Background: an optimization exercise with open tools, aiming at small area, a short achievable clock period and few clock cycles per item. Do not read the settings as production practice. RTL that was checked went through simulation tests only; none was proved equivalent to the original. Power and IR drop assume default switching activity.

Setup of run A:
// preemptive_priority_task_scheduler_unit
module preemptive_priority_task_scheduler_unit #(
	parameter int MAX_TASKS = ppts_pkg::MAX_TASKS_DEF,
	parameter int TIME_BITS = ppts_pkg::TIME_BITS_DEF
) (
	input  logic                              clk,
	input  logic                              arst_n,
	input  logic                              s_tvalid,
	output logic                              s_tready,
	input  logic [ppts_pkg::IN_DATA_W-1:0]    s_tdata,
	input  logic                              s_tuser,
	output logic                              m_tvalid,
	input  logic                              m_tready,
	output logic [ppts_pkg::OUT_DATA_W-1:0]   m_tdata
);
Size in the first run: ~5200 cells after synthesis, ~1800 flip-flops, ~170 I/O pins, about 77000 um^2 of cells after synthesis.
Settings: LEC_CHECK=0, CAP_MARGIN=20, CORE_MARGIN=2, CORE_UTILIZATION=55, PLACE_DENSITY=0.65, SETUP_SLACK_MARGIN=3.2, SLEW_MARGIN=20; clock period 6.0 ns.
run.sh (not shown) runs the stock make flow with config.mk's settings and CLKGATE_MAP_FILE= SYNTH_SCRIPT=/design/flow/synth_recipe.tcl, a recipe that flattens the netlist after the stock synthesis.
Run A: flow completed, timing, DRC and antenna clean
Testbench counts of run A, summed over its fixed seeds: cycles 5,624, items 5,600.
What run B does differently from run A at the input level:
--- a/flow/design.v
+++ b/flow/design.v
@@ -80,16 +80,18 @@
 	logic [N-1:0]           live_q;
 	logic [N-1:0]           arrived_q;
 	logic [N-1:0]           started_q;
 	logic [N-1:0][AW-1:0]   arr_q;
 	logic [N-1:0][AW:0]     due_q;      
 	logic [N-1:0][BW-1:0]   rem_q;
 	logic [N-1:0]           c_oh_q;     
 	logic [BW-1:0]          c_raw_q;    
+	logic                   c_last_q;   
+	logic [N-1:0]           tl_q;       
 	logic [N-1:0][PW-1:0]   prio_q;
 	logic [N-1:0][TW-1:0]   st_q;       
 	logic [N-1:0][N-1:0]    beat_q;
 	localparam int QW = N + 1 + 2 + 1 + 1 + TW;
 	logic                   rdy_q;
 	logic                   va_q;
 	logic                   vb_q;
 	logic [QW-1:0]          qa_q;
@@ -150,33 +152,35 @@
 	logic [BW-1:0] c_dec;
 	logic          c_last;
 	logic          c_hit;
 	logic          found;
 	logic [BW-1:0] w_rem;
 	logic [BW-1:0] rem_wd;
 	logic [N-1:0]  rem_we;
 	ppts_ks_add #(.W(BW)) u_cdec (.a(c_raw_q), .b('1), .ci(1'b0), .s(c_dec), .co());
-	assign c_last = (c_raw_q == BW'(2));
+	assign c_last = c_last_q;
+	logic [N-1:0] r2;
 	assign elig = live_q & arrived_q;
 	genvar gi, gj;
 	generate
 		for (gi = 0; gi < N; gi++) begin : g_pick
 			logic [N-1:0] blk;
 			for (gj = 0; gj < N; gj++) begin : g_blk
 				if (gj < gi) begin : g_lo
 					assign blk[gj] = elig[gj] & beat_q[gi][gj];
 				end else if (gj > gi) begin : g_hi
 					assign blk[gj] = elig[gj] & ~beat_q[gj][gi];
 				end else begin : g_eq
 					assign blk[gj] = 1'b0;
 				end
 			end
 			assign win[gi]     = elig[gi] & ~(|blk);
-			assign last[gi]    = c_oh_q[gi] ? c_last : (rem_q[gi] == BW'(1));
+			assign last[gi]    = c_oh_q[gi] ? c_last : tl_q[gi];
+			assign r2[gi]      = (rem_q[gi] == BW'(2));
 			assign ld[gi]      = go_load && load_ok && (loaded_q[IW-1:0] == IW'(gi));
 			assign arr_now[gi] = ({{(TW-AW){1'b0}}, arr_q[gi]} == tn_q);
 			ppts_ks_add #(.W(PW)) u_ge (.a(prio_q[gi]), .b(~in_pri), .ci(1'b1),
 				.s(), .co(ge[gi]));
 			assign rem_we[gi]  = ld[gi] || (go_tick && c_oh_q[gi]);
 		end
 	endgenerate
 	assign fin_v = win & last;
@@ -186,30 +190,32 @@
 	always_comb begin
 		w_rem = '0;
 		for (int i = 0; i < N; i++) begin
 			w_rem = w_rem | (rem_q[i] & {BW{win[i]}});
 		end
 	end
 	always_ff @(posedge clk) begin
 		if (go_tick && found) begin
-			c_raw_q <= c_hit ? c_dec : w_rem;
+			c_raw_q  <= c_hit ? c_dec : w_rem;
+			c_last_q <= c_hit ? (c_raw_q == BW'(3)) : (|(win & r2));
 		end
 	end
 	generate
 		for (gi = 0; gi < N; gi++) begin : g_ent
 			always_ff @(posedge clk) begin
 				if (ld[gi]) begin
 					arr_q[gi]     <= in_arr;
 					due_q[gi]     <= in_due;
 					prio_q[gi]    <= in_pri;
 					beat_q[gi]    <= ge;
 				end
 				if (rem_we[gi]) begin
 					rem_q[gi]     <= rem_wd;
+					tl_q[gi]      <= go_load ? (in_bur == BW'(1)) : c_last_q;
 				end
 				if (ld[gi]) begin
 					started_q[gi] <= 1'b0;
 					arrived_q[gi] <= in_arrived;
 				end else if (go_tick) begin
 					if (win[gi]) begin
 						started_q[gi] <= 1'b1;
 					end
==> comparison <==
- Run B finished end to end and its layout was clean on timing, DRC and antenna.
- Net count reported at finish went up slightly going from run A to run B.
- Number of vias per cell grows slightly when moving from run A to run B.
- NOTE cell area after synthesis run A->run B increased slightly
- Where setup slack is concerned, run A is better than run B.
- Compared with run A, in run B post-route total power higher, maximum operating frequency roughly the same.
For run B, only the layout was checked, not whether the RTL still works.

## re-timing with driven ports
How much do the figures lean on ideal ports? The routed layouts below were timed once more, with nothing changed but the port constraints. Step 1 assumes that a clkbuf_16 drives the clock port and a buf_2 every other input. Step 2 adds t to the input delays and takes it off the output delays; t is the mean of the earliest and latest rising clock arrival at the registers after step 1. Input paths then give back, and output paths get back, about the clock's delay inside the block. a / b / c = ideal ports / drivers / drivers and shift; a / b = the first two.
| run | t, ns | setup WS [ns] | worst setup path after step 2 | slew at the worst register clock pin (ns) | pins driven straight from the clock port |
|---|---|---|---|---|---|
| run A | 0.899 | 2.932 / 2.932 / 2.216 | input to register | 0.07 / 0.07 | 1 |
| run B | 0.921 | 2.925 / 2.925 / 2.082 | input to register | 0.07 / 0.07 | 1 |
After both steps every run listed still meets setup and hold. For run B, which loses most, drivers alone change the setup slack by 0.000 ns; drivers and shift together by -0.843 ns.
